From an optimization exercise on the open Yosys and OpenROAD flow, aimed at a short achievable clock period and few clock cycles; shortcuts taken in it are not production practice.
Only simulation tests tie the RTL to the original design; equivalence was not proved.
No activity file was given, so power comes from the tool's default toggle rates.

==> exp/yarrow <==
## mips_core
module mips_core #(
	parameter int imem_words = 32,
	parameter int dmem_words = 32
) (
	input  logic                            clk,
	input  logic                            rst,
	input  logic                            run,
	input  logic                            prog_we,
	input  logic [$clog2(imem_words)-1:0]   prog_addr,
	input  core_pkg::word_t                 prog_data,
	output logic                            commit,
	output core_pkg::word_t                 commit_pc,
	output logic                            commit_we,
	output logic [core_pkg::reg_addr_w-1:0] commit_reg,
	output core_pkg::word_t                 commit_data,
	output logic                            commit_mem_we,
	output core_pkg::word_t                 commit_mem_addr,
	output logic                            halted
);
	typedef struct packed {
		logic [4:0]  rs;
		logic [4:0]  rt;
		logic [4:0]  dest;
		logic        we;        
		logic [15:0] imm;
		logic        c_add;     
		logic        c_and;
		logic        c_or;
		logic        c_slt;
		logic        c_lw;
		logic        c_sw;
		logic        c_beq;
		logic        c_halt;
		logic        use_imm;
		logic        binv;      
		logic        ptaken;    
		logic [5:0]  pnext;     
		logic [5:0]  alt;       
	} pword_t;
	logic        pq_we;
	logic [4:0]  pq_addr;
	logic [31:0] pq_data;
	always_ff @(posedge clk)
	begin
		pq_we   <= prog_we;
		pq_addr <= prog_addr;
		pq_data <= prog_data;
	end
	pword_t pd;
	always_comb
	begin
		logic [5:0]  op;
		logic [5:0]  fn;
		logic        rtype;
		logic        writes;
		logic [5:0]  tgt6;
		logic [5:0]  seq6;
		logic [6:0]  u;
		logic        t_in;
		op = pq_data[31:26];
		fn = pq_data[5:0];
		rtype = (op == isa_pkg::op_rtype);
		pd = '0;
		pd.rs  = pq_data[25:21];
		pd.rt  = pq_data[20:16];
		pd.imm = pq_data[15:0];
		pd.dest = rtype ? pq_data[15:11] : pq_data[20:16];
		pd.c_add = (rtype && (fn == isa_pkg::fn_addu || fn == isa_pkg::fn_subu)) ||
			op == isa_pkg::op_addiu;
		pd.c_and = rtype && fn == isa_pkg::fn_and;
		pd.c_or  = rtype && fn == isa_pkg::fn_or;
		pd.c_slt = rtype && fn == isa_pkg::fn_slt;
		pd.c_lw  = op == isa_pkg::op_lw;
		pd.c_sw  = op == isa_pkg::op_sw;
		pd.c_beq = op == isa_pkg::op_beq;
  ...
Settings: LEC_CHECK=0, CAP_MARGIN=20, CORE_MARGIN=2, CORE_UTILIZATION=40, PLACE_DENSITY=0.5, SETUP_SLACK_MARGIN=5, SLEW_MARGIN=20, TNS_END_PERCENT=20; clock period 8.0 ns.
standard.sh (not shown) runs the stock make flow with config.mk's settings and CLKGATE_MAP_FILE= SYNTH_SCRIPT=/design/flow/synth_recipe.tcl, a recipe that flattens the netlist after the stock synthesis.
==> flow/flow/run.sh <==
#!/bin/bash
# The standard layout (the standard.sh: its synthesis, floorplan, placement,
# clock tree, routing and finish), with two changes to how repair works:
#  - the port buffers are sky130_fd_sc_hd__buf_4 instead of the delay buffer
#    buffer_ports picks on its own (every port still gets its buffer);
#  - repair may resize a cell to any cell of the same function, not only to
#    one of the same footprint.
set -euo pipefail
bash standard.sh \
	"BUFFER_PORTS_ARGS=-buffer_cell sky130_fd_sc_hd__buf_4" \
	MATCH_CELL_FOOTPRINT=0 \
	finish > standard.log 2>&1
==> exp/fjord (differences from exp/yarrow) <==
--- a/flow/design.v
+++ b/flow/design.v
@@ -155,13 +155,14 @@
 	logic ex_go;       
 	logic ex_live;     
 	logic mispredict;
 	logic mp_q;        
 	logic [5:0] alt_q;
 	logic halt_now;
-	logic w0_prev;     
+	logic       pq2_we;    
+	logic [4:0] pq2_addr;
 	logic [5:0] p0next;
 	pword_t ir;
 	logic [4:0] ir_pc;
 	logic       ir_oob;
 	logic [31:1] ir_rs_oh;   
 	logic [31:1] ir_rt_oh;
@@ -189,13 +190,14 @@
 	logic        ex_ptaken;
 	logic [5:0]  ex_alt;
 	logic        ex_zero;   
 	logic [31:0] ex_doh;    
 	logic [31:0] ex_dsh;    
 	assign fresh   = !(pq_we && (pq_addr == 5'd0 || pq_addr == ir_pc ||
-		pq_addr == ir.pnext[4:0] || pq_addr == ir.alt[4:0] || pq_addr == ex_alt[4:0])) && !w0_prev;
+		pq_addr == ir.pnext[4:0] || pq_addr == ir.alt[4:0] || pq_addr == ex_alt[4:0])) &&
+		!(pq2_we && (pq2_addr == 5'd0 || pq2_addr == ir_pc));
 	assign start   = !started && run && fresh;
 	assign sel_run = started || start;
 	assign ex_go   = ex_valid || start;
 	assign ex_live = ex_valid || !started;
 	pword_t w0;
 	pword_t rd_a;
@@ -209,14 +211,12 @@
 	begin
 		w0 = imem[0];
 		if (pq_we && pq_addr == 5'd0)
 			w0 = pd;
 		rd_a = imem[ir.pnext[4:0]];
 		rd_i = imem[p0next[4:0]];
-		if (pq_we && pq_addr == p0next[4:0])
-			rd_i = pd;
 		rd_b = imem[alt_q[4:0]];
 		rd_c = imem[ir.alt[4:0]];
 		if (mp_q)
 		begin
 			f_word = rd_b;
 			f_pc   = alt_q[4:0];
@@ -315,13 +315,14 @@
 			ir_oob   <= f_oob;
 			ir_rs_oh <= f_rs_oh[31:1];
 			ir_rt_oh <= f_rt_oh[31:1];
 		end
 		p0next  <= w0.pnext;
 		alt_q   <= ex_alt;
-		w0_prev <= pq_we && pq_addr == 5'd0;
+		pq2_we   <= pq_we;
+		pq2_addr <= pq_addr;
 	end
 	always_ff @(posedge clk)
 	begin
 		if (rst)
 		begin
 			started  <= 1'b0;
==> summary of the runs <==
- Between exp/yarrow and exp/fjord, the lower sequential power is in exp/yarrow (gap about 6%, measured against exp/fjord).
- Against exp/yarrow, the combinational power of exp/fjord is higher by 5.0%.
- Of exp/fjord and exp/yarrow, exp/yarrow has the higher count of clock-buffer cells in the layout (gap 16).
- Against exp/yarrow, the non-clock buffer count of exp/fjord is higher by 44.
- Against exp/yarrow, the worst hold slack of exp/fjord is worse by 0.0030 ns.
Testbench counts of exp/yarrow, summed over its fixed seeds: cycles 3,430.
Testbench counts of exp/fjord, summed over its fixed seeds: cycles 3,430.

afterwards: timing with drivers on the ports:
How much do the figures lean on ideal ports? The routed layouts below were timed once more, with nothing changed but the port constraints. Step 1: set_driving_cell puts a clkbuf_16 on clk and a buf_2 on each other input, an assumption about the parent block. Step 2 also shifts input and output timing later by t, the mid clock arrival at the registers, as if the neighbouring blocks saw the same clock. a / b / c = ideal / step 1 / step 2; a / b = the first two.
run	t, ns	setup slack, ns	worst slew at a driven data input, ns
exp/yarrow	1.176	4.406 / 4.406 / 3.576	0.11
exp/fjord	1.188	4.359 / 4.359 / 3.826	0.10
After both steps every run listed still meets setup and hold. The setup slack of exp/yarrow, which loses most, moves by 0.000 ns with the drivers and by -0.830 ns with both steps.
